What follows belongs to an exercise in optimizing a design on an open flow for small area and a short achievable clock period; a production flow would make more cautious choices. Only simulation tests tie the RTL to the original design; equivalence was not proved. No activity file was given, so power comes from the tool's default toggle rates.

// ahb_slave_mem
module ahb_slave_mem #(
    parameter int ADDR_W      = 6,
    parameter int WAIT_STATES = 1
) (
    input  logic        Hclk,
    input  logic        Hresetn,
    input  logic        Hsel,
    input  logic [31:0] Haddr,
    input  logic        Hwrite,
    input  logic [2:0]  Hsize,
    input  logic [1:0]  Htrans,
    input  logic        Hready,
    input  logic [31:0] Hwdata,
    output logic        Hready_out,
    output logic        Hresp,
    output logic [31:0] Hrdata
);
    localparam int LO_W = ADDR_W / 2;
    localparam int HI_W = ADDR_W - LO_W;
    logic              busy_q;
    logic              err_q;
    logic [3:0]        wrw_q;
    logic [3:0]        wrr_q;
    logic [ADDR_W-1:0] slot_q;
    logic [2**LO_W-1:0] tlo_q;
    logic [2**HI_W-1:0] thi_q;
    logic              accept;
    logic              legal;
    logic [3:0]        be;
    logic [ADDR_W-1:0] slot_a;
    assign accept = Hsel & Hready & Htrans[1] & ~busy_q;
    assign legal = ((Haddr >> (ADDR_W + 2)) == 32'd0)
                 && (Hsize <= HSIZE_WORD)
                 && !((Hsize == HSIZE_HALF) && Haddr[0])
                 && !((Hsize == HSIZE_WORD) && (Haddr[1:0] != 2'b00));
    assign be[0] = Hsize[1] | (Hsize[0] & ~Haddr[1]) | (Haddr[1:0] == 2'd0);
    assign be[1] = Hsize[1] | (Hsize[0] & ~Haddr[1]) | (Haddr[1:0] == 2'd1);
    assign be[2] = Hsize[1] | (Hsize[0] &  Haddr[1]) | (Haddr[1:0] == 2'd2);
    assign be[3] = Hsize[1] | (Hsize[0] &  Haddr[1]) | (Haddr[1:0] == 2'd3);
    always_ff @(posedge Hclk or negedge Hresetn) begin
        if (!Hresetn) begin
            busy_q <= 1'b0;
            err_q  <= 1'b0;
            wrw_q  <= 4'd0;
            wrr_q  <= 4'd0;
  ...
Size: about 4700 cells after synthesis, about 110 I/O pins.
clock: 6.0 ns
lec_check: 0
cap_margin: 20
core_margin: 2
core_utilization: 55
cts_buf_list: sky130_fd_sc_hd__clkbuf_8 sky130_fd_sc_hd__clkbuf_16
cts_cluster_diameter: 100
cts_cluster_size: 30
setup_slack_margin: 3.5
slew_margin: 20
standard.sh (not shown) runs the stock make flow with config.mk's settings and CLKGATE_MAP_FILE= SYNTH_SCRIPT=/design/flow/synth_recipe.tcl, a recipe that flattens the netlist after the stock synthesis.
==> flow/flow/run.sh <==
#!/bin/bash
# Layout flow: the standard synthesis, then its logic between the registers
# replaced by a hand-mapped netlist (flow/gen_netlist.py; same registers: names and cell types),
# then the standard ORFS flow from floorplan to finish, with plain buffers
# (not delay cells) on the ports.
set -euo pipefail
R=orfs/results/sky130hd/ahb_slave_mem/base

bash standard.sh synth > synth_standard.log 2>&1
python3 flow/gen_netlist.py $R/1_2_yosys.v > mapped.v 2> gen_netlist.log
cp $R/1_2_yosys.v yosys_standard.v
cp mapped.v $R/1_2_yosys.v
touch $R/1_2_yosys.v $R/1_2_yosys.sdc
rm -f $R/1_synth.odb $R/1_synth.sdc
bash standard.sh "BUFFER_PORTS_ARGS=-buffer_cell sky130_fd_sc_hd__buf_2" finish > flow_finish.log 2>&1
Other scripts of this flow, unchanged in this note and not shown: flow/flow/gen_netlist.py
Edit:
CORE_UTILIZATION = 75   (was 55)
What happened:
- clock-buffer cell count fell by 1
- power fell by about 1.2%
- cell area fell by about 1.5%
- via count rose by about 1.8%
- first-iteration DRC count rose by 29%
Edit:
CORE_UTILIZATION = 45   (was 75)
Routed wire length came out higher by 2.1%.
Design area came out higher by about 1.7%.
Area after synthesis does not change.
Non-clock buffer count came out higher by 11.
Setup slack degrades by 0.0061 ns.
Die area came out higher by 66%.
Combinational power came out higher by about 3%.
Register-to-register slack hardly moves.
Final cell count came out higher by 12%.
Clock skew barely changes.
Edit:
CORE_UTILIZATION = 65   (was 45)
SETUP_SLACK_MARGIN = 3.45   (was 3.5)
The new run finished clean.
Count of clock-buffer cells in the layout decreases by 4.
Cell area decreases by 1.7%.
Routed wire length decreases by 5.0%.
Cell count decreases by 8.3%.
Power decreases by 1.4%.
Worst hold slack gains 0.0053 ns.
Setup slack loses 0.093 ns.
Clock skew decreases by 0.0051 ns.
Utilization increases by 21 points.
Die area decreases by 30%.
Edit:
SETUP_SLACK_MARGIN = 3.5   (was 3.45)
The changed run produced a clean layout.
Synthesized cell count is unchanged.
Total power barely changes.
Cell area stays flat.
Wire length stays flat.
Core utilization hardly moves.

[what the ideal ports hide]
How much do the figures lean on ideal ports? The routed layouts below were timed once more, with nothing changed but the port constraints. Step 1 sets driving cells, clkbuf_16 on the clock port and buf_2 on the other inputs (assumed; they add their load-dependent delay and slew). Step 2 moves the port delays by t, midway between the first and last clock arrival at a register: inputs arrive t later, outputs are due t later. That takes back most of the time a late clock gives input paths. Slacks: ideal ports / drivers / drivers and shift; pairs: ideal ports / drivers.
run | t, ns | setup WS [ns] | worst setup path after step 2
the first run | 0.791 | 3.441 / 3.359 / 2.883 | input to register
the second run | 0.742 | 3.440 / 3.405 / 2.897 | input to register
the third run | 0.793 | 3.434 / 3.363 / 2.857 | input to register
the fourth run | 0.762 | 3.342 / 3.342 / 2.812 | input to register
the fifth run | 0.762 | 3.458 / 3.381 / 2.863 | input to register
After both steps setup and hold are still met in every run listed. The setup slack of the fifth run, which loses most, moves by -0.077 ns with the drivers and by -0.595 ns with both steps.
